Source: an optimization exercise on an open RTL-to-GDS flow (aim: small area, a short achievable clock period and few clock cycles). Production flows keep margins and buffers that such runs may drop.
The RTL was checked by simulation tests, not by an equivalence proof against the original design.

### flow/design.v
package pgtl_pkg;
    localparam int SAMPLE_COUNT = 8;
    localparam int PAIR_SLOTS   = SAMPLE_COUNT * (SAMPLE_COUNT - 1) / 2;
    localparam int SLOT_W       = (PAIR_SLOTS > 1) ? $clog2(PAIR_SLOTS) : 1;
    localparam int POS_W        = 31;
    localparam int GENO_W       = 16;
    localparam int SAMPLE_W     = 3;
    localparam int CODE_W       = 2;
    localparam logic [CODE_W-1:0] GT_HOM_REF = 2'd0;
    localparam logic [CODE_W-1:0] GT_HOM_ALT = 2'd2;
    localparam logic [POS_W-1:0] LONG_TRACT_MIN_RESET = 31'd10000;
    typedef enum logic {
        ST_IDLE,
        ST_SCAN
    } state_t;
    typedef struct packed {
        logic [SAMPLE_W-1:0] first;
        logic [SAMPLE_W-1:0] second;
    } pair_t;
    typedef struct packed {
        logic              clear;
        logic              rd_en;
        logic [SLOT_W-1:0] rd_addr;
        logic              wr_en;
        logic [SLOT_W-1:0] wr_addr;
        logic [POS_W-1:0]  wr_data;
    } store_req_t;
    function automatic logic [SLOT_W-1:0] pair_slot(input int i, input int j);
        int s;
        s = ((i * (2 * SAMPLE_COUNT - i - 1)) >> 1) + (j - i - 1);
        pair_slot = s[SLOT_W-1:0];
    endfunction
    function automatic pair_t pair_of_slot(input logic [SLOT_W-1:0] slot);
        pair_t p;
        logic [31:0] iv;
        logic [31:0] jv;
        p = '0;
        for (int i = 0; i < SAMPLE_COUNT; i++)
        begin
            for (int j = i + 1; j < SAMPLE_COUNT; j++)
            begin
                if (pair_slot(i, j) == slot)
                begin
                    iv       = i;
                    jv       = j;
                    p.first  = iv[SAMPLE_W-1:0];
                    p.second = jv[SAMPLE_W-1:0];
                end
            end
        end
        pair_of_slot = p;
    endfunction
endpackage
module pgtl_pos_store
(
    input  logic                       clk,
    input  logic                       rst_n,
    input  pgtl_pkg::store_req_t       req,
    output logic [pgtl_pkg::POS_W-1:0] rd_data
);
    logic [pgtl_pkg::POS_W-1:0]    mem [pgtl_pkg::PAIR_SLOTS];
    logic [pgtl_pkg::PAIR_SLOTS-1:0] valid_reg;
    logic [pgtl_pkg::PAIR_SLOTS-1:0] valid_next;
    logic [pgtl_pkg::POS_W-1:0]    rd_data_reg;
    logic                          rd_valid_reg;
    always_comb
    begin
        valid_next = valid_reg;
        if (req.clear)
            valid_next = '0;
        else if (req.wr_en)
            valid_next[req.wr_addr] = 1'b1;
    end
    always_ff @(posedge clk or negedge rst_n)
    begin
        if (!rst_n)
        begin
            valid_reg    <= '0;
            rd_valid_reg <= 1'b0;
        end
        else
        begin
            valid_reg <= valid_next;
            if (req.rd_en)
                rd_valid_reg <= valid_reg[req.rd_addr];
        end
    end
    always_ff @(posedge clk)
    begin
        if (req.wr_en)
            mem[req.wr_addr] <= req.wr_data;
        if (req.rd_en)
            rd_data_reg <= mem[req.rd_addr];
    end
    assign rd_data = rd_valid_reg ? rd_data_reg : '0;
endmodule
module pairwise_genotype_tract_lengths
(
    input  logic                          clk,
    input  logic                          rst_n,
    input  logic                          cfg_valid,
    output logic                          cfg_ready,
    input  logic [pgtl_pkg::POS_W-1:0]    cfg_long_tract_min,
    input  logic                          site_valid,
    output logic                          site_ready,
    input  logic                          site_new_scaffold,
    input  logic                          site_is_indel,
    input  logic [pgtl_pkg::POS_W-1:0]    site_position,
    input  logic [pgtl_pkg::GENO_W-1:0]   site_genotypes,
    output logic                          result_valid,
    input  logic                          result_ready,
    output logic [pgtl_pkg::SAMPLE_W-1:0] result_first_sample,
    output logic [pgtl_pkg::SAMPLE_W-1:0] result_second_sample,
    output logic [pgtl_pkg::POS_W-1:0]    result_tract_length,
    output logic                          result_long_tract,
    output logic                          result_last_of_site
);
    logic [pgtl_pkg::POS_W-1:0] long_min_reg;
    pgtl_pkg::state_t               state_reg, state_next;
    logic [pgtl_pkg::PAIR_SLOTS-1:0] mask_reg, mask_next;
    logic [pgtl_pkg::POS_W-1:0]     pos_reg;
    logic                          b_valid_reg, b_valid_next;
    logic [pgtl_pkg::SLOT_W-1:0]   b_slot_reg;
    logic                          b_last_reg;
    logic                          out_valid_reg, out_valid_next;
    logic [pgtl_pkg::SAMPLE_W-1:0] out_first_reg;
    logic [pgtl_pkg::SAMPLE_W-1:0] out_second_reg;
    logic [pgtl_pkg::POS_W-1:0]    out_len_reg;
    logic                          out_long_reg;
    logic                          out_last_reg;
    logic                           site_fire;
    logic [pgtl_pkg::PAIR_SLOTS-1:0] site_mask;
    logic [pgtl_pkg::SLOT_W-1:0]    a_slot;
    logic [pgtl_pkg::PAIR_SLOTS-1:0] mask_rest;
    logic                           a_issue;
    logic                           out_free;
    logic                           b_fire;
    logic [pgtl_pkg::POS_W-1:0]     prev_pos;
    logic [pgtl_pkg::POS_W-1:0]     len;
    pgtl_pkg::pair_t                b_pair;
    pgtl_pkg::store_req_t           store_req;
    assign cfg_ready = 1'b1;
    always_ff @(posedge clk or negedge rst_n)
    begin
        if (!rst_n)
            long_min_reg <= pgtl_pkg::LONG_TRACT_MIN_RESET;
        else if (cfg_valid)
            long_min_reg <= cfg_long_tract_min;
    end
    always_comb
    begin
        logic [pgtl_pkg::CODE_W-1:0] ci;
        logic [pgtl_pkg::CODE_W-1:0] cj;
        site_mask = '0;
        for (int i = 0; i < pgtl_pkg::SAMPLE_COUNT; i++)
        begin
            for (int j = i + 1; j < pgtl_pkg::SAMPLE_COUNT; j++)
            begin
                ci = site_genotypes[pgtl_pkg::CODE_W*i +: pgtl_pkg::CODE_W];
                cj = site_genotypes[pgtl_pkg::CODE_W*j +: pgtl_pkg::CODE_W];
                site_mask[pgtl_pkg::pair_slot(i, j)] =
                    (ci == pgtl_pkg::GT_HOM_REF && cj == pgtl_pkg::GT_HOM_ALT) ||
                    (ci == pgtl_pkg::GT_HOM_ALT && cj == pgtl_pkg::GT_HOM_REF);
            end
        end
    end
    always_comb
    begin
        logic [31:0] kv;
        kv     = '0;
        a_slot = '0;
        for (int k = pgtl_pkg::PAIR_SLOTS - 1; k >= 0; k--)
        begin
            if (mask_reg[k])
            begin
                kv     = k;
                a_slot = kv[pgtl_pkg::SLOT_W-1:0];
            end
        end
    end
    assign mask_rest = mask_reg & (mask_reg - {{(pgtl_pkg::PAIR_SLOTS-1){1'b0}}, 1'b1});
    assign out_free  = !out_valid_reg || result_ready;
    assign b_fire    = b_valid_reg && out_free;
    assign a_issue   = (state_reg == pgtl_pkg::ST_SCAN) && (!b_valid_reg || b_fire);
    assign site_ready = (state_reg == pgtl_pkg::ST_IDLE) && !b_valid_reg;
    assign site_fire = site_valid && site_ready;
    always_comb
    begin
        state_next = state_reg;
        unique case (state_reg)
            pgtl_pkg::ST_IDLE:
            begin
                if (site_fire && !site_is_indel && (site_mask != '0))
                    state_next = pgtl_pkg::ST_SCAN;
            end
            pgtl_pkg::ST_SCAN:
            begin
                if (a_issue && (mask_rest == '0))
                    state_next = pgtl_pkg::ST_IDLE;
            end
            default:
                state_next = pgtl_pkg::ST_IDLE;
        endcase
    end
    always_comb
    begin
        mask_next      = mask_reg;
        b_valid_next   = b_valid_reg;
        out_valid_next = out_valid_reg;
        unique case (state_reg)
            pgtl_pkg::ST_IDLE:
            begin
                if (site_fire && !site_is_indel)
                    mask_next = site_mask;
            end
            pgtl_pkg::ST_SCAN:
            begin
                if (a_issue)
                    mask_next = mask_rest;
            end
            default:
                mask_next = '0;
        endcase
        if (a_issue)
            b_valid_next = 1'b1;
        else if (b_fire)
            b_valid_next = 1'b0;
        if (b_fire)
            out_valid_next = 1'b1;
        else if (result_ready)
            out_valid_next = 1'b0;
    end
    always_ff @(posedge clk or negedge rst_n)
    begin
        if (!rst_n)
        begin
            state_reg     <= pgtl_pkg::ST_IDLE;
            mask_reg      <= '0;
            b_valid_reg   <= 1'b0;
            out_valid_reg <= 1'b0;
        end
        else
        begin
            state_reg     <= state_next;
            mask_reg      <= mask_next;
            b_valid_reg   <= b_valid_next;
            out_valid_reg <= out_valid_next;
        end
    end
    always_ff @(posedge clk)
    begin
        if (site_fire)
            pos_reg <= site_position;
        if (a_issue)
        begin
            b_slot_reg <= a_slot;
            b_last_reg <= (mask_rest == '0);
        end
        if (b_fire)
        begin
            out_first_reg  <= b_pair.first;
            out_second_reg <= b_pair.second;
            out_len_reg    <= len;
            out_long_reg   <= (len >= long_min_reg);
            out_last_reg   <= b_last_reg;
        end
    end
    always_comb
    begin
        store_req.clear   = site_fire && site_new_scaffold;
        store_req.rd_en   = a_issue;
        store_req.rd_addr = a_slot;
        store_req.wr_en   = b_fire;
        store_req.wr_addr = b_slot_reg;
        store_req.wr_data = pos_reg;
    end
    pgtl_pos_store u_store
    (
        .clk     (clk),
        .rst_n   (rst_n),
        .req     (store_req),
        .rd_data (prev_pos)
    );
    assign len    = (pos_reg >= prev_pos) ? (pos_reg - prev_pos) : '0;
    assign b_pair = pgtl_pkg::pair_of_slot(b_slot_reg);
    assign result_valid         = out_valid_reg;
    assign result_first_sample  = out_first_reg;
    assign result_second_sample = out_second_reg;
    assign result_tract_length  = out_len_reg;
    assign result_long_tract    = out_long_reg;
    assign result_last_of_site  = out_last_reg;
endmodule
### flow/run.sh
#!/bin/bash
# synth_recipe.tcl (not shown) runs the flow's synth.tcl, then flattens the netlist and writes it again
# the make line also repeats each setting of config.mk as NAME=value (left out here)
make -C /OpenROAD-flow-scripts/flow DESIGN_CONFIG=/design/flow/config.mk WORK_HOME=/design/flow/orfs CLKGATE_MAP_FILE= SYNTH_SCRIPT=/design/flow/synth_recipe.tcl finish
### flow/config.mk
export PLATFORM = sky130hd
export DESIGN_NAME = pairwise_genotype_tract_lengths
export DESIGN_NICKNAME = pairwise_genotype_tract_lengths
export VERILOG_FILES = /design/flow/design.v
export SDC_FILE = /design/flow/constraint.sdc
export NUM_CORES = 4
export LEC_CHECK = 0
export CAP_MARGIN = 20
export CORE_MARGIN = 2
export CORE_UTILIZATION = 40
export SLEW_MARGIN = 20
### flow/constraint.sdc
create_clock -name core_clock -period 5.5 [get_ports {clk}]
set_input_delay 1.1000 -clock core_clock [delete_from_list [all_inputs] [get_ports {clk}]]
set_output_delay 1.1000 -clock core_clock [all_outputs]
set_load 0.01 [all_outputs]
==> impl_results.md <==
- Status: complete, no violations
- Fin util: 46.4%
- Worst endpoint data arrival time: 5.57 ns
- DRC Markers: 0
- Yosys warning total: 2
- Fraction of synthesized cell area in xor and xnor cells: 1.04%
- All-Layer GR Usage: 21.7%
- Top post-synthesis cells by area: edfxtp_1 65%, dfrtp_1 4.8%, nand2_1 4.4%, a211oi_1 3.6%, and3_1 2.7%
- Port Buffer Count: 125
- Clock skew: 0.0360 ns
- DR vias: 29600
- Clk Latency, worst-skew pair: 0.71 ns
- # IOs: 127
- Mapped Nets: 3617
- Post-CTS setup buffers: 0
- Synth Area in Compound Gates: 11.0%
- Post-synthesis simple-gate area fraction: 11.9%
- Die area: 0.116 mm^2
- Die Width: 340 um
- CTS Buf Count: 108
- Height of the die: 340 um
- CTS tree: built
- CTS root buf: clkbuf_16
- Detailed Route WL: 128000 um
- Post-synthesis sequential area ratio: 69.7%
- Hold crit path type: reg2reg
- RSZ-0062 raised after global routing: no
- Synth Area per Inst: 13.1 um^2
- CP top delay family: compound AO/OA/AOI/OAI gates
- Worst-Margin Slew: 1.13 ns
- Row cnt: 123
- Max Clock Freq: 0.198 GHz
- Deepest clock path buffer count: 3
- Largest net degree at the start of global routing: 144
- CP max stage delay: 0.57 ns
- Worst relative slew slack: 24.7%
- Adder-Cell Fraction of Synth Area: 1.95%
- N_diodes: 0
- Final Critical Period: 5.06 ns
- Top-area cell type share of the netlist area: 64.7%
- Netlist cell types: 74
- Fill cell count: 9899
- Worst-path cell chain: and2_1 -> ha_1 -> inv_1 -> fa_1 -> nand3_1 -> a21oi_1 -> o311ai_0 -> a21oi_1 -> nand2_1 -> a21oi_1 -> a21oi_1 -> mux2_2 -> a2111oi_0 -> ha_1 -> nand4_1 -> nor4_1 -> o21ai_0 -> o31ai_1
- Setup crit end kind: flip-flop
- Setup TNS: 0 ns
- Placer congestion estimate: 0.862
- CP Launch Type: flip-flop
- CP Buf/Inv Count: 1
- Share of layout cells above drive strength 1: 9.08%
- Hold Violations, Final: 0
- Layout area overhead: 15.3%
- Final number of setup-violating endpoints: 0
- CP max-delay cell: dfrtp_2
- First-pass GRT wire length: 189000 um
- Mux contribution to synthesized area: 1.55%
- Overflow left after global routing: 0
- DP HPWL: 78100 um
- Fin. max-slew vios: 0
- Leading area contributor after synthesis: edfxtp_1
- Vias per cell: 5.72
- Final Cycle Share: 91.9%
- Clock transition at path regs: 0.06 ns
- Multi-input logic area: 0.0127 mm^2
- FF-to-FF setup slack: 0.44 ns
- Synth Instances: 3463
- Starting DRT DRC Count: 2845
- Largest reg by FF count: u_store.mem
- NumNets Final: 3740
- Antenna violation net count after detailed routing: 0
- Async SR Flop Fraction: 8.54%
- Vias in the first global route: 28400
- CTS sink count: 1066
- Syn Std Cell Area: 0.0453 mm^2
- MaxCap Viol Count: 0
- Post-synth EDFFs: 975
- Seq. cell area: 0.0316 mm^2
- Critical Path RT: 6.02 ns
- CORE AREA: 0.112 mm^2
- Drt pass-1 iters: 5
- Fin Hold WS: 0.419 ns
- H-tree Lvls: 3
- Most common cell on crit path: a21oi_1
- Critical path type: reg2reg
- WL/cell: 24.8 um
- Primary FF master, synth: edfxtp_1
- Initial Utilization: 40.3%
- Largest register FFs: 868
- Largest family of logic cells by synthesized area: simple AND/OR/NAND/NOR gates
- Count of state elements after synthesis: 1066
- Antenna violations before repair: 2
- Crit path max fanout: 18
==> area by class of cell <==
cell class / count / share of cell area (%)
flip-flops and latches: 1066 / 60.5
multi-input cells: 2099 / 24.3
clock buffers: 143 / 5.61
repair buffers: 246 / 4.43
well taps: 1500 / 3.60
clock inverters: 59 / 1.04
inverters: 65 / 0.487
==> per-stage QoR <==
| step | worst slack [ns] | cells | cell area [um^2] |
|---|---|---|---|
| 3_3_place_gp | 0.245 | 4975 | 48700 |
| 2_1_floorplan | 0.709 | 3463 | 45300 |
| 3_5_place_dp | 0.244 | 4975 | 48700 |
| 5_1_grt | 0.0836 | 5178 | 52200 |
| 4_1_cts | 0.204 | 5177 | 52200 |
| 6_report | 0.444 | 5178 | 52200 |
==> cell usage in the layout, fill, tap and decap left out, drive strengths merged, types with 4 or more instances in the layout <==
cell type | Yosys | routed
edfxtp | 975 | 975
nand2 | 525 | 525
a211oi | 218 | 218
and3 | 196 | 196
a21oi | 191 | 191
nor2 | 147 | 147
clkbuf | 140 | 143
clkdlybuf4s50 | 0 | 123
buf | 93 | 123
o21ai | 103 | 103
dfrtp | 86 | 86
nor4 | 78 | 78
nand3 | 75 | 75
mux2i | 68 | 68
ha | 68 | 68
inv | 63 | 67
o22ai | 56 | 56
a31oi | 53 | 53
a311oi | 50 | 50
clkinv | 2 | 46
xnor2 | 38 | 38
nor3 | 37 | 37
a21o | 22 | 22
nand2b | 20 | 20
xor2 | 16 | 16
or3 | 15 | 15
nand4 | 12 | 12
nor2b | 11 | 11
o21a | 11 | 11
o41ai | 11 | 11
and2 | 11 | 11
bufinv | 0 | 8
or4 | 5 | 5
or2 | 5 | 5
dfstp | 5 | 5
o211ai | 4 | 4
nand3b | 4 | 4
a22o | 4 | 4
a221oi | 4 | 4
o31ai | 4 | 4
==> path summary, 6_finish.rpt <==
check / startpoint / endpoint / depth (start not counted)
worst max-delay path: u_store.rd_valid_reg$_DFFE_PN0P_ / out_long_reg$_DFFE_PP_ / 18
worst min-delay path: b_last_reg$_DFFE_PP_ / out_last_reg$_DFFE_PP_ / 0
worst max register to register: u_store.rd_valid_reg$_DFFE_PN0P_ / out_long_reg$_DFFE_PP_ / 18
worst min register to register: b_last_reg$_DFFE_PP_ / out_last_reg$_DFFE_PP_ / 0
max in group asynchronous: rst_n / u_store.rd_valid_reg$_DFFE_PN0P_ / 2
min in group asynchronous: rst_n / mask_reg[20]$_DFFE_PN0P_ / 1
==> synthesized netlist by cell type, drive strengths merged, types with 37 or more instances <==
master / n
o21ai: 103
edfxtp: 975
xnor2: 38
clkbuf: 140
nor4: 78
mux2i: 68
a311oi: 50
ha: 68
nand3: 75
buf: 93
a21oi: 191
and3: 196
dfrtp: 86
a211oi: 218
nor3: 37
a31oi: 53
nand2: 525
o22ai: 56
inv: 63
nor2: 147
==> layer usage <==
metal | track usage (%) | wire length [um] | vias to the layer above
met5 | 0 | 8 | -
met3 | 3.13 | 8660 | 209
met4 | 6.75 | 3930 | 2
met2 | 33.9 | 58900 | 1135
li1 | - | - | 13500
met1 | 31.4 | 56700 | 14800
==> cells by family (layout without fill, tap and decap cells) <==
| family | Yosys count | count (layout) |
|---|---|---|
| multiplexers | 70 | 70 |
| adder cells (fa/ha/maj) | 70 | 70 |
| other | 1 | 1 |
| XOR/XNOR | 54 | 54 |
| buffers and inverters | 298 | 513 |
| AO/OA/AOI/OAI | 757 | 757 |
| AND/OR/NAND/NOR | 1147 | 1147 |
| flip-flops | 1066 | 1066 |
==> what timing repair did <==
| action | 4_1_cts | 5_1_grt |
|---|---|---|
| resized for setup | 0 | 2 |
| hold buffers | 0 | 0 |
| setup endpoints to repair | 0 | 1 |
Testbench counts, summed over its fixed seeds: cycles 31,557.

## what the ideal ports hide
No port has a modelled driver above. Below, the same layout with a new extraction and two added sets of constraints. Step 1 assumes that a clkbuf_16 drives the clock port and a buf_2 every other input. Step 2 moves the port delays by t, midway between the first and last clock arrival at a register: inputs arrive t later, outputs are due t later. That takes back most of the time a late clock gives input paths. a / b / c = ideal / step 1 / step 2; a / b = the first two.
shift t [ns]: 0.758
slack for setup (ns): 0.444 / 0.444 / 0.444
worst register clock-pin slew, ns: 0.06 / 0.06
After both steps this run still meets setup and hold. The setup slack of this run moves by 0.000 ns with the drivers and by 0.000 ns with both steps.
